Source: an optimization exercise on an open RTL-to-GDS flow (aim: small area, a short achievable clock period and few clock cycles per item). Production flows keep margins and buffers that such runs may drop.
Function was checked by simulation only, so behaviour that the tests miss may differ from the original.
Power and IR drop assume default switching activity.

`flow/run.sh`:
```
#!/bin/bash
# synth_recipe.tcl (not shown) runs the flow's synth.tcl, then flattens the netlist and writes it again
# the make line also repeats each setting of config.mk as NAME=value (left out here)
make -C /OpenROAD-flow-scripts/flow DESIGN_CONFIG=/design/flow/config.mk WORK_HOME=/design/flow/orfs CLKGATE_MAP_FILE= SYNTH_SCRIPT=/design/flow/synth_recipe.tcl finish
```
`flow/config.mk`:
```
export PLATFORM = sky130hd
export DESIGN_NAME = tolerant_run_length_encoder_core
export DESIGN_NICKNAME = tolerant_run_length_encoder_core
export VERILOG_FILES = /design/flow/design.v
export SDC_FILE = /design/flow/constraint.sdc
export NUM_CORES = 4
export LEC_CHECK = 0
export CAP_MARGIN = 20
export CORE_MARGIN = 2
export CORE_UTILIZATION = 40
export SLEW_MARGIN = 20
```
`flow/constraint.sdc`:
```
create_clock -name core_clock -period 7.0 [get_ports {i_clk}]
set_input_delay 1.4000 -clock core_clock [delete_from_list [all_inputs] [get_ports {i_clk}]]
set_output_delay 1.4000 -clock core_clock [all_outputs]
set_load 0.01 [all_outputs]
```
`flow/design.v`:
```
`timescale 1ns / 1ps
package trle_pkg;
    localparam int SAMPLE_W  = 16;
    localparam int COUNT_W   = 16;
    localparam int TIME_W    = 32;
    localparam int MAXRUNS_W = 5;
    localparam int CFG_AW    = 2;
    localparam int CFG_DW    = 32;
    localparam int REM_STEPS = SAMPLE_W;
    localparam int STEP_W    = $clog2(REM_STEPS);
    localparam logic [CFG_AW-1:0] CFG_INTERVAL   = 2'd0;
    localparam logic [CFG_AW-1:0] CFG_RELATIVE   = 2'd1;
    localparam logic [CFG_AW-1:0] CFG_MAX_RUNS   = 2'd2;
    localparam logic [CFG_AW-1:0] CFG_ALIVE_TIME = 2'd3;
    localparam logic [SAMPLE_W-1:0]  RST_INTERVAL   = 16'd1;
    localparam logic [MAXRUNS_W-1:0] RST_MAX_RUNS   = 5'd16;
    localparam logic [TIME_W-1:0]    RST_ALIVE_TIME = 32'hFFFF_FFFF;
    localparam logic [COUNT_W-1:0] COUNT_MAX = 16'hFFFF;
    typedef struct packed {
        logic [COUNT_W-1:0]  count;
        logic [SAMPLE_W-1:0] value;
    } t_run_entry;
    typedef struct packed {
        logic busy;
        logic done;
    } t_rem_stat;
endpackage
`timescale 1ns / 1ps
module trle_store #(
    parameter int DEPTH = 16,
    parameter int AW    = $clog2(DEPTH)
) (
    input  logic                  i_clk,
    input  logic                  i_we,
    input  logic [AW-1:0]         i_waddr,
    input  trle_pkg::t_run_entry  i_wdata,
    input  logic                  i_re,
    input  logic [AW-1:0]         i_raddr,
    output trle_pkg::t_run_entry  o_rdata
);
    logic [trle_pkg::COUNT_W+trle_pkg::SAMPLE_W-1:0] r_mem [0:DEPTH-1];
    trle_pkg::t_run_entry r_rdata;
    always_ff @(posedge i_clk) begin
        if (i_we) begin
            r_mem[i_waddr] <= i_wdata;
        end
    end
    always_ff @(posedge i_clk) begin
        if (i_re) begin
            r_rdata <= r_mem[i_raddr];
        end
    end
    assign o_rdata = r_rdata;
endmodule
`timescale 1ns / 1ps
module trle_rem (
    input  logic                          i_clk,
    input  logic                          i_rst_n,
    input  logic                          i_start,
    input  logic [trle_pkg::SAMPLE_W-1:0] i_dividend,
    input  logic [trle_pkg::SAMPLE_W-1:0] i_divisor,
    output logic [trle_pkg::SAMPLE_W-1:0] o_rem,
    output trle_pkg::t_rem_stat           o_stat
);
    logic [trle_pkg::SAMPLE_W-1:0] r_rem, n_rem;
    logic [trle_pkg::SAMPLE_W-1:0] r_shf;
    logic [trle_pkg::SAMPLE_W-1:0] r_div;
    logic [trle_pkg::STEP_W-1:0]   r_cnt;
    logic                r_busy;
    logic                r_done;
    logic [trle_pkg::SAMPLE_W:0]   w_trial;
    logic [trle_pkg::SAMPLE_W:0]   w_diff;
    always_comb begin
        w_trial = {r_rem, r_shf[trle_pkg::SAMPLE_W-1]};
        w_diff  = w_trial - {1'b0, r_div};
        if (w_trial >= {1'b0, r_div}) begin
            n_rem = w_diff[trle_pkg::SAMPLE_W-1:0];
        end else begin
            n_rem = w_trial[trle_pkg::SAMPLE_W-1:0];
        end
    end
    always_ff @(posedge i_clk) begin
        if (!i_rst_n) begin
            r_busy <= 1'b0;
            r_done <= 1'b0;
            r_cnt  <= '0;
        end else begin
            r_done <= 1'b0;
            if (i_start) begin
                r_busy <= 1'b1;
                r_cnt  <= '0;
            end else if (r_busy) begin
                r_cnt <= r_cnt + trle_pkg::STEP_W'(1);
                if (r_cnt == trle_pkg::STEP_W'(trle_pkg::REM_STEPS - 1)) begin
                    r_busy <= 1'b0;
                    r_done <= 1'b1;
                end
            end
        end
    end
    always_ff @(posedge i_clk) begin
        if (i_start) begin
            r_rem <= '0;
            r_shf <= i_dividend;
            r_div <= i_divisor;
        end else if (r_busy) begin
            r_rem <= n_rem;
            r_shf <= {r_shf[trle_pkg::SAMPLE_W-2:0], 1'b0};
        end
    end
    assign o_rem       = r_rem;
    assign o_stat.busy = r_busy;
    assign o_stat.done = r_done;
endmodule
`timescale 1ns / 1ps
module tolerant_run_length_encoder_core #(
    parameter int RUN_DEPTH = 16
) (
    input  logic                          i_clk,
    input  logic                          i_rst_n,
    input  logic                          i_s_tvalid,
    output logic                          o_s_tready,
    input  logic [47:0]                   i_s_tdata,
    output logic                          o_m_tvalid,
    input  logic                          i_m_tready,
    output logic [31:0]                   o_m_tdata,
    output logic                          o_m_tlast,
    input  logic                          i_cfg_we,
    input  logic [trle_pkg::CFG_AW-1:0]   i_cfg_addr,
    input  logic [trle_pkg::CFG_DW-1:0]   i_cfg_wdata
);
    localparam int AW = $clog2(RUN_DEPTH);
    localparam int TW = $clog2(RUN_DEPTH + 1);
    localparam int CW = (TW > trle_pkg::MAXRUNS_W) ? TW : trle_pkg::MAXRUNS_W;
    localparam logic [2:0] S_IDLE     = 3'd0;
    localparam logic [2:0] S_CHECK    = 3'd1;
    localparam logic [2:0] S_FLUSH_RD = 3'd2;
    localparam logic [2:0] S_FLUSH_WR = 3'd3;
    localparam logic [2:0] S_PREP     = 3'd4;
    localparam logic [2:0] S_DIV      = 3'd5;
    localparam logic [2:0] S_JOIN     = 3'd6;
    localparam logic [2:0] S_UPD      = 3'd7;
    logic [trle_pkg::SAMPLE_W-1:0]  r_interval;
    logic                 r_relative;
    logic [trle_pkg::MAXRUNS_W-1:0] r_max_runs;
    logic [trle_pkg::TIME_W-1:0]    r_alive;
    logic [2:0]           r_state;
    logic [TW-1:0]        r_total;
    logic [trle_pkg::TIME_W-1:0]    r_flush_time;
    logic [AW-1:0]        r_k;
    logic                 r_post;
    logic                 r_join;
    logic [trle_pkg::SAMPLE_W-1:0]  r_sample;
    logic [trle_pkg::TIME_W-1:0]    r_now;
    logic                 r_out_valid;
    trle_pkg::t_run_entry           r_out_data;
    logic                 r_out_last;
    logic                 w_we;
    logic [AW-1:0]        w_waddr;
    trle_pkg::t_run_entry           w_wdata;
    logic                 w_re;
    logic [AW-1:0]        w_raddr;
    trle_pkg::t_run_entry           w_rdata;
    logic                 w_rem_start;
    logic [trle_pkg::SAMPLE_W-1:0]  w_rem;
    trle_pkg::t_rem_stat            w_rem_stat;
    logic                 w_slot_free;
    logic                 w_out_load;
    logic [trle_pkg::TIME_W-1:0]    w_elapsed;
    logic [trle_pkg::SAMPLE_W-1:0]  w_iv_eff;
    logic [CW-1:0]        w_lim;
    logic [trle_pkg::SAMPLE_W:0]    w_rel_hi;
    logic [trle_pkg::SAMPLE_W:0]    w_rel_lo_s;
    logic [trle_pkg::SAMPLE_W-1:0]  w_bkt_lo;
    logic [trle_pkg::SAMPLE_W:0]    w_bkt_hi;
    logic                 w_join;
    logic [TW-1:0]        w_last_idx;
    logic                 w_fl_last;
    logic [TW-1:0]        w_new_total;
    trle_store #(
        .DEPTH (RUN_DEPTH),
        .AW    (AW)
    ) u_store (
        .i_clk   (i_clk),
        .i_we    (w_we),
        .i_waddr (w_waddr),
        .i_wdata (w_wdata),
        .i_re    (w_re),
        .i_raddr (w_raddr),
        .o_rdata (w_rdata)
    );
    trle_rem u_rem (
        .i_clk      (i_clk),
        .i_rst_n    (i_rst_n),
        .i_start    (w_rem_start),
        .i_dividend (r_sample),
        .i_divisor  (w_iv_eff),
        .o_rem      (w_rem),
        .o_stat     (w_rem_stat)
    );
    assign o_s_tready  = (r_state == S_IDLE);
    assign o_m_tvalid  = r_out_valid;
    assign o_m_tdata   = r_out_data;
    assign o_m_tlast   = r_out_last;
    assign w_slot_free = !r_out_valid || i_m_tready;
    assign w_out_load  = w_slot_free &&
                         (((r_state == S_FLUSH_RD) && (r_total == '0)) ||
                          (r_state == S_FLUSH_WR));
    always_comb begin
        if (r_max_runs == '0) begin
            w_lim = CW'(1);
        end else if (CW'(r_max_runs) > CW'(RUN_DEPTH)) begin
            w_lim = CW'(RUN_DEPTH);
        end else begin
            w_lim = CW'(r_max_runs);
        end
    end
    assign w_elapsed  = r_now - r_flush_time;
    assign w_iv_eff   = (r_interval == '0) ? trle_pkg::SAMPLE_W'(1) : r_interval;
    assign w_last_idx = r_total - TW'(1);
    always_comb begin
        w_rel_hi   = {1'b0, w_rdata.value} + {1'b0, r_interval};
        w_rel_lo_s = {1'b0, r_sample} + {1'b0, r_interval};
        w_bkt_lo   = r_sample - w_rem;
        w_bkt_hi   = {1'b0, w_bkt_lo} + {1'b0, w_iv_eff} - (trle_pkg::SAMPLE_W+1)'(1);
        if (r_relative) begin
            w_join = (w_rel_hi >= {1'b0, r_sample}) &&
                     ({1'b0, w_rdata.value} <= w_rel_lo_s);
        end else begin
            w_join = (w_rdata.value >= w_bkt_lo) &&
                     ({1'b0, w_rdata.value} <= w_bkt_hi);
        end
    end
    assign w_fl_last   = (TW'(r_k) + TW'(1)) == r_total;
    assign w_new_total = (!r_join && (r_total < TW'(RUN_DEPTH))) ?
                         r_total + TW'(1) : r_total;
    always_comb begin
        w_we        = 1'b0;
        w_waddr     = r_total[AW-1:0];
        w_wdata     = '0;
        w_re        = 1'b0;
        w_raddr     = r_k;
        w_rem_start = 1'b0;
        case (r_state)
            S_FLUSH_RD: begin
                w_re    = (r_total != '0);
                w_raddr = r_k;
            end
            S_PREP: begin
                w_re        = (r_total != '0);
                w_raddr     = w_last_idx[AW-1:0];
                w_rem_start = !r_relative;
            end
            S_UPD: begin
                if (r_join) begin
                    w_we          = 1'b1;
                    w_waddr       = w_last_idx[AW-1:0];
                    w_wdata.value = w_rdata.value;
                    w_wdata.count = (w_rdata.count == trle_pkg::COUNT_MAX) ?
                                    w_rdata.count : w_rdata.count + trle_pkg::COUNT_W'(1);
                end else if (r_total < TW'(RUN_DEPTH)) begin
                    w_we          = 1'b1;
                    w_waddr       = r_total[AW-1:0];
                    w_wdata.value = r_sample;
                    w_wdata.count = trle_pkg::COUNT_W'(1);
                end
            end
            default: begin
            end
        endcase
    end
    always_ff @(posedge i_clk) begin
        if (!i_rst_n) begin
            r_interval <= trle_pkg::RST_INTERVAL;
            r_relative <= 1'b0;
            r_max_runs <= trle_pkg::RST_MAX_RUNS;
            r_alive    <= trle_pkg::RST_ALIVE_TIME;
        end else if (i_cfg_we) begin
            case (i_cfg_addr)
                trle_pkg::CFG_INTERVAL:   r_interval <= i_cfg_wdata[trle_pkg::SAMPLE_W-1:0];
                trle_pkg::CFG_RELATIVE:   r_relative <= i_cfg_wdata[0];
                trle_pkg::CFG_MAX_RUNS:   r_max_runs <= i_cfg_wdata[trle_pkg::MAXRUNS_W-1:0];
                trle_pkg::CFG_ALIVE_TIME: r_alive    <= i_cfg_wdata[trle_pkg::TIME_W-1:0];
                default: begin
                end
            endcase
        end
    end
    always_ff @(posedge i_clk) begin
        if (o_s_tready && i_s_tvalid) begin
            r_sample <= i_s_tdata[trle_pkg::SAMPLE_W-1:0];
            r_now    <= i_s_tdata[trle_pkg::SAMPLE_W +: trle_pkg::TIME_W];
        end
    end
    always_ff @(posedge i_clk) begin
        if (!i_rst_n) begin
            r_state      <= S_IDLE;
            r_total      <= '0;
            r_flush_time <= '0;
            r_k          <= '0;
            r_post       <= 1'b0;
            r_join       <= 1'b0;
            r_out_valid  <= 1'b0;
        end else begin
            if (r_out_valid && i_m_tready && !w_out_load) begin
                r_out_valid <= 1'b0;
            end
            case (r_state)
                S_IDLE: begin
                    if (i_s_tvalid) begin
                        r_state <= S_CHECK;
                    end
                end
                S_CHECK: begin
                    r_k    <= '0;
                    r_post <= 1'b0;
                    if (w_elapsed > r_alive) begin
                        r_state <= S_FLUSH_RD;
                    end else begin
                        r_state <= S_PREP;
                    end
                end
                S_FLUSH_RD: begin
                    if (r_total != '0) begin
                        r_state <= S_FLUSH_WR;
                    end else if (w_slot_free) begin
                        r_out_valid      <= 1'b1;
                        r_out_data       <= '0;
                        r_out_last       <= 1'b1;
                        r_total          <= '0;
                        r_flush_time     <= r_now;
                        r_state          <= r_post ? S_IDLE : S_PREP;
                    end
                end
                S_FLUSH_WR: begin
                    if (w_slot_free) begin
                        r_out_valid <= 1'b1;
                        r_out_data  <= w_rdata;
                        r_out_last  <= w_fl_last;
                        if (w_fl_last) begin
                            r_total      <= '0;
                            r_flush_time <= r_now;
                            r_state      <= r_post ? S_IDLE : S_PREP;
                        end else begin
                            r_k     <= r_k + AW'(1);
                            r_state <= S_FLUSH_RD;
                        end
                    end
                end
                S_PREP: begin
                    r_state <= S_DIV;
                end
                S_DIV: begin
                    if (r_relative || w_rem_stat.done) begin
                        r_state <= S_JOIN;
                    end
                end
                S_JOIN: begin
                    r_join  <= (r_total != '0) && w_join;
                    r_state <= S_UPD;
                end
                S_UPD: begin
                    r_total <= w_new_total;
                    if (CW'(w_new_total) >= w_lim) begin
                        r_k     <= '0;
                        r_post  <= 1'b1;
                        r_state <= S_FLUSH_RD;
                    end else begin
                        r_state <= S_IDLE;
                    end
                end
                default: begin
                    r_state <= S_IDLE;
                end
            endcase
        end
    end
endmodule
```
==> qor.csv <==
stage,metric,value,unit
grt,largest net degree at the start of global routing,129,
detailed_routing,post-route ant nets,0,
logic_synthesis,Mapped Area,0.0377,mm^2
grt,GRT Overall Usage,0.193,
floorplan,Initial Utilization,0.404,
logic_synthesis,share of the synthesized area in the top cell type,0.523,
grt,GRT overflow,0,
placed_design,pre-CTS setup slack,0.574,ns
grt,layer with the highest usage,met2,
power,LEAKAGE,15.8,nW
logic_synthesis,most used flip-flop cell after synthesis,edfxtp_1,
sta,setup violators final,0,
cells_and_area,nets@finish,3253,
sta,worst setup margin,0.577,ns
grt,global-route wire length before repair,144,mm
grt,met3 Use GR,0.0257,
cts,clock sink count,780,
detailed_routing,DRC viols,0,
power,worst vdd ir,0.235,mV
cts,Bufs on Longest Clock Path,3,
run,Max Cap Viol,0,
detailed_routing,Initial DRC Count,1855,
logic_synthesis,largest family of logic cells by synthesized area,multiplexers,
cells_and_area,area delta synth->final,14.8,%
logic_synthesis,"top cells by area, synth","edfxtp_1, mux4_2, ha_1",
logic_synthesis,#FFs+latches synth,780,
setup_path,Slowest Stage Delay on Critical Path,0.48,ns
status,status,"complete, no violations",
setup_path,crit path capture type,flop,
detailed_routing,wire length per cell,21.9,um
cts,clock latency (worst-skew pair),0.66,ns
logic_synthesis,xor/xnor cell area share of the yosys netlist,0.0269,
logic_synthesis,Synth Area in Simple Gates,0.0850,
cells_and_area,"commonest non-fill, non-tap cell in the layout",edfxtp_1,
setup_path,Worst Path Required,7.58,ns
cts,CTS Buf Count,83,
cts,H-tree depth,3,
cts,Root Buffer,clkbuf_16,
detailed_routing,Via Count,23400,
setup_path,CP Launch Type,flop,
setup_path,CP bufs+invs,2,
grt,vias in the first global route,24000,
setup_path,CP Max Fanout,4,
setup_path,crit path DAT,7.00,ns
sta,Final min period,6.42,ns
sta,RSZ-0062 raised after global routing,false,
sta,Max Freq,156,MHz
floorplan,Die W,311,um
placed_design,dpl cells,4111,
logic_synthesis,net count after synthesis,3124,
sta,Final Hold Viols,0,
detailed_routing,vias per cell,5.49,
power,Cell Pwr Density,324,mW/mm^2
sta,worst slew pin tran,1.09,ns
cells_and_area,fin cells,4265,
sta,slew margin rel.,0.270,
floorplan,height of the die,311,um
logic_synthesis,"FFs w/ async S/R, synth",0,
logic_synthesis,Avg Synthesized Cell Area,13.4,um^2
cells_and_area,share of cells above drive strength 1,0.119,
cts,CTS tree,done,
floorplan,I/O Pins,122,
cells_and_area,filler instances,8262,
floorplan,# rows,112,
detailed_routing,DRT Wirelength,93.4,mm
setup_path,"CP delay by family, top",compound AO/OA/AOI/OAI gates,
worst_hold_path,worst min-delay path category,reg2reg,
setup_path,critical path's slowest cell,a2111oi_0,
logic_synthesis,Adder-Cell Fraction of Synth Area,0.0758,
placed_design,dpl cell area,0.0405,mm^2
logic_synthesis,Post-synth EDFFs,657,
setup_path,critical path type,reg2reg,
sta,Setup TNS,0,ns
grt,GR met1 Demand/Resource,0.258,
cells_and_area,most frequent cells in the layout,"edfxtp_1, ha_1, inv_1, nand2_1, a21oi_1",
logic_synthesis,"Seq/Total Area, Yosys",0.588,
placed_design,# port buffers,121,
logic_synthesis,cells after synthesis,2813,
logic_synthesis,Synth warnings,3,
grt,antenna violations before repair,3,
sta,Tcrit/Tclk final,0.918,
sta,clock skew,0.0512,ns
detailed_routing,first-pass detailed-route iteration total,8,
cells_and_area,Layout Utilization,0.464,
grt,M2 GR Usage,0.326,
sta,max-slew violations,0,
cts,Worst-path clk slew,0.06,ns
floorplan,Core Box Area,0.0933,mm^2
logic_synthesis,post-synth cell types,80,
logic_synthesis,complex-gate fraction of the synthesized area,0.0934,
logic_synthesis,post-synthesis mux area share,0.0983,
placed_design,dpl hpwl,59.8,mm
floorplan,Die Footprint,0.0968,mm^2
placed_design,RePlAce Congestion,0.888,
cells_and_area,fin area,0.0433,mm^2
logic_synthesis,Yosys top cell by area,edfxtp_1,
per-layer routing:
| layer | part of all wire | up-vias |
|---|---|---|
| met5 | 0 | - |
| met4 | 0.028 | 0 |
| met3 | 0.044 | 143 |
| met2 | 0.49 | 572 |
| met1 | 0.44 | 11800 |
| li1 | - | 10900 |
stage by stage:
| step | hold slack [ns] | power, mW |
|---|---|---|
| 2_1_floorplan | 0.439 | 8.70 |
| 3_3_place_gp | 0.453 | 9.56 |
| 3_5_place_dp | 0.459 | 9.62 |
| 4_1_cts | 0.471 | 14.1 |
| 5_1_grt | 0.508 | 14.9 |
| 6_report | 0.471 | 14.0 |
what timing repair did:
item,in CTS,in global routing
buffers inserted,0,0
resized for setup,0,2
endpoints found under the hold margin,0,0
hold buffers,0,0
setup endpoints to repair,0,1
worst min-delay path, stage by stage (launching register included):
cell,delay (ns)
dfxtp_1,0.33
nand2_1,0.06
nor3_1,0.04
sequential cells by signal, indices dropped and copies added, names as in the netlist, 32 cells and up:
signal / cells
r_now: 32
r_flush_time: 32
u_store.r_rdata: 32
r_out_data: 32
u_store.r_mem: 512
r_alive: 32
synth_stat cells, types with 62 or more instances:
cell	number
o21ai_0	89
xnor2_1	62
mux2i_1	79
dfxtp_1	123
ha_1	218
a21oi_1	160
nand2_1	167
nor2b_1	93
nor2_1	129
inv_1	181
mux4_2	128
clkbuf_1	83
edfxtp_1	657
final timing paths:
path	startpoint	to	slack, ns	cells after the start
worst min-delay path	u_rem.r_cnt[3]	u_rem.r_done	0.47	2
worst max register to register	r_sample[0]	r_join	0.58	29
worst min register to register	u_rem.r_cnt[3]	u_rem.r_done	0.47	2
worst max-delay path	r_sample[0]	r_join	0.58	29
power breakdown:
part / internal (mW) / leakage, nW / total, mW / switching [mW]
sequential: 5.11 / 7.30 / 5.21 / 0.0952
combinational: 1.96 / 7.22 / 4.37 / 2.41
clock: 2.56 / 1.34 / 4.43 / 1.87
kinds of logic (layout without fill, tap and decap cells):
| kind of cell | count (synthesis) | after routing |
|---|---|---|
| xor gates and xnor gates | 116 | 116 |
| muxes | 210 | 210 |
| and+or+nand+nor | 639 | 639 |
| AOI/OAI and AO/OA | 541 | 541 |
| other | 0 | 2 |
| adders and majority gates | 225 | 225 |
| buffers and inverters | 302 | 498 |
| DFF | 780 | 780 |
layout make-up:
type                       instances  area (um^2)  share of cell area
timing repair buffer             163         1550              0.0357
clock buffer                     105         2210              0.0511
inverter                         183          687              0.0159
tap                             1254         1570              0.0362
multi-input combinational       1731        14500               0.336
sequential                       780        22200               0.512
clock inverter                    47          552              0.0127
antenna                            2         5.00            0.000116
Testbench counts, summed over its fixed seeds: cycles 183,726, words 12,800.

==> re-timing with driven ports <==
No port has a modelled driver above. Below, the same layout with a new extraction and two added sets of constraints. Step 1 (the two cells are an assumption about what drives the block):
set clk [get_ports {i_clk}]
set_driving_cell -lib_cell sky130_fd_sc_hd__clkbuf_16 $clk
set_driving_cell -lib_cell sky130_fd_sc_hd__buf_2 [delete_from_list [all_inputs] $clk]
Step 2 adds t to the input delays and takes it off the output delays; t is the mean of the earliest and latest rising clock arrival at the registers after step 1. Input paths then give back, and output paths get back, about the clock's delay inside the block. a / b / c = ideal ports / drivers / drivers and shift; a / b = the first two.
shift t [ns]: 0.705
setup WS [ns]: 0.577 / 0.577 / 0.577
hold slack, ns: 0.471 / 0.471 / 0.471
After both steps this run still meets setup and hold. For this run, drivers alone change the setup slack by 0.000 ns; drivers and shift together by 0.000 ns.
